This design comes from an exercise in tuning for small area on the open sky130 flow, not from production work. The RTL was checked by simulation tests, not by an equivalence proof against the original design. Power figures rest on the tool's default switching activity, not on a simulated workload.

## flow/config.mk

```make
export PLATFORM = sky130hd
export DESIGN_NAME = avmm_fir_coef_bank
export DESIGN_NICKNAME = avmm_fir_coef_bank
export VERILOG_FILES = /design/flow/design.v
export SDC_FILE = /design/flow/constraint.sdc
export NUM_CORES = 4
export LEC_CHECK = 0
export CAP_MARGIN = 20
export CORE_MARGIN = 2
export CORE_UTILIZATION = 40
export SLEW_MARGIN = 20
```

## flow/constraint.sdc

```tcl
create_clock -name core_clock -period 10.0 [get_ports {clk_clk}]
set_input_delay 2.0000 -clock core_clock [delete_from_list [all_inputs] [get_ports {clk_clk}]]
set_output_delay 2.0000 -clock core_clock [all_outputs]
set_load 0.01 [all_outputs]
```

## flow/design.v

```verilog
module avmm_fir_coef_bank #(
  parameter int N_TAPS    = 16,
  parameter int COEF_W    = 16,
  parameter int DATA_W    = 32,
  parameter int ADDR_W    = 10,
  parameter int BURST_W   = 4,
  parameter int MAX_BURST = 8,
  parameter int N_PIO     = 8
) (
  input  logic                     clk_clk,
  input  logic                     reset_reset,
  input  logic [ADDR_W-1:0]        s0_address,
  input  logic                     s0_read,
  input  logic                     s0_write,
  input  logic [DATA_W-1:0]        s0_writedata,
  input  logic [DATA_W/8-1:0]      s0_byteenable,
  input  logic [BURST_W-1:0]       s0_burstcount,
  output logic [DATA_W-1:0]        s0_readdata,
  output logic                     s0_readdatavalid,
  output logic                     s0_waitrequest,
  output logic [N_PIO-1:0]         pio_export,
  output logic [N_TAPS*COEF_W-1:0] coef_active,
  output logic                     coef_busy,
  output logic                     coef_update
);
  localparam int BE_W  = DATA_W / 8;
  localparam int AW1   = ADDR_W + 1;
  localparam int IDX_W = (N_TAPS > 1) ? $clog2(N_TAPS) : 1;
  localparam logic [AW1-1:0] A_CTRL   = AW1'(0);
  localparam logic [AW1-1:0] A_STATUS = AW1'(1);
  localparam logic [AW1-1:0] A_PIO    = AW1'(2);
  localparam logic [AW1-1:0] A_SET    = AW1'(3);
  localparam logic [AW1-1:0] A_CLR    = AW1'(4);
  localparam logic [AW1-1:0] A_SH_LO  = AW1'(256);
  localparam logic [AW1-1:0] A_SH_HI  = AW1'(256 + N_TAPS);
  localparam logic [AW1-1:0] A_AC_LO  = AW1'(512);
  localparam logic [AW1-1:0] A_AC_HI  = AW1'(512 + N_TAPS);
  typedef enum logic [1:0] {IDLE, COPY, DONE} state_t;
  state_t             state_q, state_d;
  logic [COEF_W-1:0]  shadow_q [N_TAPS];
  logic [COEF_W-1:0]  active_q [N_TAPS];
  logic [N_PIO-1:0]   pio_q;
  logic               burst_err_q;
  logic               commit_pend_q;
  logic [IDX_W-1:0]   copy_idx_q;
  logic [BURST_W-1:0] rd_rem_q, wr_rem_q;
  logic [AW1-1:0]     rd_addr_q, wr_addr_q;
  logic               rd1_valid_q;
  logic [AW1-1:0]     rd1_addr_q;
  logic [DATA_W-1:0]  readdata_q;
  logic               readdatavalid_q;
  logic               wr_open, waitreq, rd_acc, wr_first, wr_beat, we;
  logic               wr_open_nxt, bc_bad, commit_hit, start_copy, commit_pend_d;
  logic               copy_last, w_sh, r_sh, r_ac, status_clr;
  logic [BURST_W-1:0] bc_rem;
  logic [AW1-1:0]     waddr;
  logic [DATA_W-1:0]  be_mask, rd_data;
  logic [IDX_W-1:0]   w_idx, r_sh_idx, r_ac_idx;
  logic [COEF_W-1:0]  coef_wr;
  logic [N_PIO-1:0]   pio_wd;
  always_comb begin
    wr_open  = (wr_rem_q != '0);
    waitreq  = (state_q == COPY) | (rd_rem_q != '0) | (wr_open & s0_read & !s0_write);
    rd_acc   = s0_read & !s0_write & !waitreq & !wr_open;
    wr_first = s0_write & !waitreq & !wr_open;
    wr_beat  = s0_write & !waitreq & wr_open;
    we       = wr_first | wr_beat;
    waddr    = wr_first ? {1'b0, s0_address} : wr_addr_q;
    bc_bad   = (s0_burstcount == '0) || (s0_burstcount > BURST_W'(MAX_BURST));
    bc_rem   = bc_bad ? '0 : s0_burstcount - BURST_W'(1);
    if (wr_first)     wr_open_nxt = (bc_rem != '0);
    else if (wr_beat) wr_open_nxt = (wr_rem_q != BURST_W'(1));
    else              wr_open_nxt = wr_open;
    for (int b = 0; b < BE_W; b++) be_mask[8*b +: 8] = {8{s0_byteenable[b]}};
    w_sh    = (waddr >= A_SH_LO) && (waddr < A_SH_HI);
    w_idx   = IDX_W'(waddr - A_SH_LO);
    coef_wr = COEF_W'((DATA_W'(shadow_q[w_idx]) & ~be_mask) | (s0_writedata & be_mask));
    pio_wd  = s0_writedata[N_PIO-1:0] & be_mask[N_PIO-1:0];
    commit_hit    = we && (waddr == A_CTRL) && s0_byteenable[0] && s0_writedata[0];
    status_clr    = we && (waddr == A_STATUS) && s0_byteenable[0] && s0_writedata[1];
    start_copy    = (commit_hit | commit_pend_q) & !wr_open_nxt & (state_q != COPY);
    commit_pend_d = (commit_hit | commit_pend_q) & !start_copy;
    copy_last     = (copy_idx_q == IDX_W'(N_TAPS - 1));
  end
  always_comb begin
    rd_data  = '0;
    r_sh     = (rd1_addr_q >= A_SH_LO) && (rd1_addr_q < A_SH_HI);
    r_ac     = (rd1_addr_q >= A_AC_LO) && (rd1_addr_q < A_AC_HI);
    r_sh_idx = IDX_W'(rd1_addr_q - A_SH_LO);
    r_ac_idx = IDX_W'(rd1_addr_q - A_AC_LO);
    if (rd1_addr_q == A_STATUS) rd_data = DATA_W'({burst_err_q, state_q == COPY});
    else if (rd1_addr_q == A_PIO) rd_data = DATA_W'(pio_q);
    else if (r_sh) rd_data = DATA_W'($signed(shadow_q[r_sh_idx]));
    else if (r_ac) rd_data = DATA_W'($signed(active_q[r_ac_idx]));
  end
  always_ff @(posedge clk_clk or posedge reset_reset) begin
    if (reset_reset) state_q <= IDLE;
    else             state_q <= state_d;
  end
  always_comb begin
    state_d     = state_q;
    coef_busy   = 1'b0;
    coef_update = 1'b0;
    case (state_q)
      IDLE: if (start_copy) state_d = COPY;
      COPY: begin
        coef_busy = 1'b1;
        if (copy_last) state_d = DONE;
      end
      DONE: begin
        coef_update = 1'b1;
        state_d     = start_copy ? COPY : IDLE;
      end
      default: state_d = IDLE;
    endcase
  end
  always_ff @(posedge clk_clk or posedge reset_reset) begin
    if (reset_reset) begin
      for (int i = 0; i < N_TAPS; i++) begin
        shadow_q[i] <= '0;
        active_q[i] <= '0;
      end
      pio_q           <= '0;
      burst_err_q     <= 1'b0;
      commit_pend_q   <= 1'b0;
      copy_idx_q      <= '0;
      rd_rem_q        <= '0;
      wr_rem_q        <= '0;
      rd_addr_q       <= '0;
      wr_addr_q       <= '0;
      rd1_valid_q     <= 1'b0;
      rd1_addr_q      <= '0;
      readdata_q      <= '0;
      readdatavalid_q <= 1'b0;
    end else begin
      rd1_valid_q <= rd_acc | (rd_rem_q != '0);
      if (rd_acc) begin
        rd1_addr_q <= {1'b0, s0_address};
        rd_addr_q  <= {1'b0, s0_address} + AW1'(1);
        rd_rem_q   <= bc_rem;
      end else if (rd_rem_q != '0) begin
        rd1_addr_q <= rd_addr_q;
        rd_addr_q  <= rd_addr_q + AW1'(1);
        rd_rem_q   <= rd_rem_q - BURST_W'(1);
      end
      readdatavalid_q <= rd1_valid_q;
      if (rd1_valid_q) readdata_q <= rd_data;
      if (wr_first) begin
        wr_rem_q  <= bc_rem;
        wr_addr_q <= {1'b0, s0_address} + AW1'(1);
      end else if (wr_beat) begin
        wr_rem_q  <= wr_rem_q - BURST_W'(1);
        wr_addr_q <= wr_addr_q + AW1'(1);
      end
      if (we) begin
        if (waddr == A_PIO)      pio_q <= (pio_q & ~be_mask[N_PIO-1:0]) | pio_wd;
        else if (waddr == A_SET) pio_q <= pio_q | pio_wd;
        else if (waddr == A_CLR) pio_q <= pio_q & ~pio_wd;
        else if (w_sh)           shadow_q[w_idx] <= coef_wr;
      end
      if (status_clr) burst_err_q <= 1'b0;
      if ((rd_acc | wr_first) & bc_bad) burst_err_q <= 1'b1;
      commit_pend_q <= commit_pend_d;
      if (state_q == COPY) begin
        active_q[copy_idx_q] <= shadow_q[copy_idx_q];
        copy_idx_q           <= copy_last ? '0 : copy_idx_q + IDX_W'(1);
      end else begin
        copy_idx_q <= '0;
      end
    end
  end
  assign s0_readdata      = readdata_q;
  assign s0_readdatavalid = readdatavalid_q;
  assign s0_waitrequest   = waitreq;
  assign pio_export       = pio_q;
  for (genvar i = 0; i < N_TAPS; i++) begin : g_coef
    assign coef_active[i*COEF_W +: COEF_W] = active_q[i];
  end
endmodule
```

## flow/run.sh

```bash
#!/bin/bash
# synth_recipe.tcl (not shown) runs the flow's synth.tcl, then flattens the netlist and writes it again
# the make line also repeats each setting of config.mk as NAME=value (left out here)
make -C /OpenROAD-flow-scripts/flow DESIGN_CONFIG=/design/flow/config.mk WORK_HOME=/design/flow/orfs CLKGATE_MAP_FILE= SYNTH_SCRIPT=/design/flow/synth_recipe.tcl finish
```

==> run summary <==
- Period utilization: 57.3%
- HP Start: rd1_addr_q[7]
- Clock tree buffer depth: 3
- Crit Path Category: in -> reg
- Pin count of the biggest net entering global routing: 167
- Die W: 281 um
- Total CTS buffers: 69
- Outcome: finished clean
- Port Buffers: 335
- Met3 Use GR: 12.2%
- Commonest register cell after synthesis: dfrtp_1
- Worst vdd ir: 0.000127 V
- DRT Pass-1 Iters: 8
- Via-to-Cell Ratio: 6.88
- Hold Crit Class: reg -> reg
- NetSw: 3260 uW
- Met2 usage: 55.2%
- Wire length of the first global-routing pass: 212,000 um
- Initial detailed-routing violation count: 5,247
- Max Cap Violations: 0
- Syn Area/Cell: 9.87 um^2
- Async S/R FF share, synth: 100%
- Multi-input logic area: 14,900 um^2
- Starting Density: 40.5%
- Setup Fix Bufs, Post-CTS: 0
- Worst hold margin: 0.475 ns
- Mux cell area share after synthesis: 8.03%
- F_max: 0.174 GHz
- YS warnings: 3
- Met1 GRT Util: 48.8%
- Register area share after synthesis: 47.8%
- Flop pwr share: 35.1%
- RSZ-0062 raised after global routing: no
- Slowest stage delay, CP: 1.17 ns
- FF-to-FF Start: rd_rem_q[0]
- Pins Over Slew Limit: 0
- Clock share of power: 32.1%
- Combinational power share: 32.7%
- Register area: 14,700 um^2
- Final nets: 3,400
- Root buf cell: clkbuf_16
- Endpoints failing setup: 0
- Adder-cell share of the synthesized area: 0.529%
- Worst EP required: 10.50 ns
- Final setup TNS: 0 ns
- Post-synth EDFFs: 0
- # rows: 101
- Nature of the critical path endpoint: register
- Worst Tran Pin Value: 1.26 ns
- Cell breakdown of the critical path: clkdlybuf4s50_1, nand4_4, mux2i_2, nand3_2, mux2_2
- H-Tree Level Count: 3
- Fillers: 7,023
- Number of global-route vias before repair: 29,000
- Number of I/O pins: 354
- Post-DP HPWL: 95,400 um
- Clk slew on worst S/H paths: 0.05 ns
- Drt drc: 0
- Lkg Pwr: 0.0155 uW
- Post-route ant nets: 0
- Clock Latency Late Sink: 0.65 ns
- Synth Area in Simple Gates: 13.7%
- Minimum clock period after layout: 5.73 ns
- Crit path max fanout: 42
- Clock Skew: 0.0391 ns
- Synth Area in XOR/XNOR: 0.399%
- Gr ovfl total: 0
- Mapped Area: 30,700 um^2
- Reg2Reg Setup Slack: 4.92 ns
- Switch share: 41.2%
- Slowest cell on the critical path: mux2i_2
- Area grow syn2layout: 22.1%
- Initial antenna violation count: 2
- FF-to-FF End: shadow_q[1][8]
- WL per Instance: 34.2 um
- Overall die height: 281 um
- GP Congestion: 0.992
- Worst path arrival time: 6.23 ns
- GRT Util Overall: 37.5%
- Final hold vios: 0
- # hold bufs at CTS: 0
- CTS tree: built
- Cells on Worst Hold Path: 2
- Core area: 75,900 um^2
- Final WL: 151,000 um
- Top Usage Layer GRT: met2
- Hold Path End: rd1_addr_q[7]
- Post_cts resized: 0
- CP Launch Type: input pin
- Pwr/cell area: 211 nW/um^2
- Yosys reg bits: 587
- # clock sinks: 587
- Share of post-route cells with drive strength above 1: 14.4%
- Worst rel slew slack: 15.3%
- Netlist cell types: 75
- Pint: 4650 uW
- Worst reg2reg path depth: 8
- DR vias: 30,400
- Synth Net Count: 3,179
- Compound-Gate Fraction of Synth Area: 25.1%
- Die ar.: 79,100 um^2
- Main combinational cell family by area after synthesis: compound AO/OA/AOI/OAI gates
- Post-Syn Instances: 3,112
## kinds of logic after synthesis
group                    count (synthesis)
flip-flops                             587
adder cells (fa/ha/maj)                 13
multiplexers                           220
AO/OA/AOI/OAI                         1067
AND/OR/NAND/NOR                        879
XOR/XNOR                                14
buffers and inverters                  332
## layer usage
layer,wire length [um],part of all wire (%)
met2,64900,43
met5,10,0.0066
met1,57800,38
met3,18400,12
met4,10100,6.7
## cells in the final DEF (no fill, tap or decap), types with 13 or more instances in the layout
cell type,netlist,routed
o41ai_1,15,15
nand4_1,50,50
a41oi_1,15,15
and3_1,30,30
clkdlybuf4s50_1,0,335
buf_4,20,103
dfrtp_1,587,587
clkbuf_1,229,21
nor2_1,100,99
a221oi_1,76,76
inv_1,37,36
a222oi_1,25,25
mux2i_1,16,13
o221ai_1,26,26
nand2_1,506,492
a22oi_1,237,237
clkbuf_16,0,69
a221o_1,18,18
nor3_1,19,18
nand3_1,53,51
o21ai_1,17,21
o21ai_0,220,214
mux2_2,200,200
o31ai_1,157,157
ha_1,13,13
a22o_1,97,97
a21oi_1,71,68
nand2_2,0,14
nor2b_1,20,19
## flip-flops by register name, summed over array words and instances, names as in the netlist, named ones only
name,count
active_q,256
burst_err_q,1
commit_pend_q,1
copy_idx_q,4
rd1_addr_q,11
rd1_valid_q,1
rd_addr_q,11
rd_rem_q,4
readdata_q,16
readdatavalid_q,1
shadow_q,256
state_q,2
wr_addr_q,11
wr_rem_q,4
## power groups by stage
| stage | Combinational (uW) | Clock, uW | Sequential (uW) |
|---|---|---|---|
| after floorplan | 1290 | 0 | 2740 |
| after detailed placement | 2430 | 0 | 2810 |
| after global routing | 2620 | 2650 | 2800 |
| final | 2590 | 2540 | 2780 |
| after global placement | 2400 | 0 | 2800 |
| after CTS | 2430 | 2560 | 2770 |
## synth_stat cells, drive strengths merged (20+ instances only)
cell,instances,area share (%)
dfrtp,587,48
nand2,506,6.2
a22oi,237,5.8
o21ai,237,3.9
clkbuf,229,2.8
mux2,201,7.4
o31ai,158,3.9
nor2,100,1.2
a22o,97,2.8
a221oi,76,2.2
a21oi,72,1.2
buf,63,1.2
nand3,53,0.86
nand4,51,1.1
inv,39,0.48
and3,30,0.61
o221ai,26,0.74
a222oi,25,0.81
nor4,22,1.1
nor2b,20,0.41
## per-stage QoR
step                power (uW)  cell area [um^2]  setup slack (ns)  utilization, %  std cells
finish                    7910             37500              4.27            49.4       4418
floorplan                 4040             30700          -0.00139               -       3112
global placement          5200             35200              3.91            46.4       4291
global route              8070             37500              4.24            49.4       4417
detailed placement        5240             35200              3.86            46.4       4291
CTS                       7760             37500              4.31            49.3       4415
## worst max path at each step
stage	from	end	cells after the start
2_1_floorplan	reset_reset	async pin	1
3_3_place_gp	s0_write	shadow_q[13][10]	5
3_5_place_dp	s0_write	shadow_q[13][0]	5
4_1_cts	s0_write	s0_waitrequest	5
5_1_grt	s0_write	s0_waitrequest	5
6_report	s0_write	shadow_q[13][13]	5
## critical path, delay by kind of cell
kind,cells,cell delay (ns)
simple gates,2,1.80
mux,2,1.78
buf+inv,1,0.62
## final cells by class
class | instances | area share [%]
flip-flops and latches | 587 | 39.1
clock inverters | 23 | 0.780
diodes | 2 | 0.0133
well taps | 1030 | 3.43
clock buffers | 101 | 5.22
repair buffers | 442 | 11.2
multi-input cells | 2193 | 39.8
inverters | 40 | 0.410

-- what the ideal ports hide --
In the flow no input, the clock included, has a driving cell. The finished layout below was timed again as built, in two steps. Step 1: set_driving_cell puts a clkbuf_16 on clk_clk and a buf_2 on each other input, an assumption about the parent block. Step 2 moves the port delays by t, midway between the first and last clock arrival at a register: inputs arrive t later, outputs are due t later. That takes back most of the time a late clock gives input paths. Slacks: no drivers / after step 1 / after step 2; pairs: no drivers / after step 1.
t (ns): 0.697
slack for setup (ns): 4.268 / 4.272 / 3.611
latest minus earliest clock arrival (ns): 0.039 / 0.039
cell pins on the clock port's net: 1
After both steps setup and hold are still met in this run. The setup slack of this run moves by +0.004 ns with the drivers and by -0.657 ns with both steps.
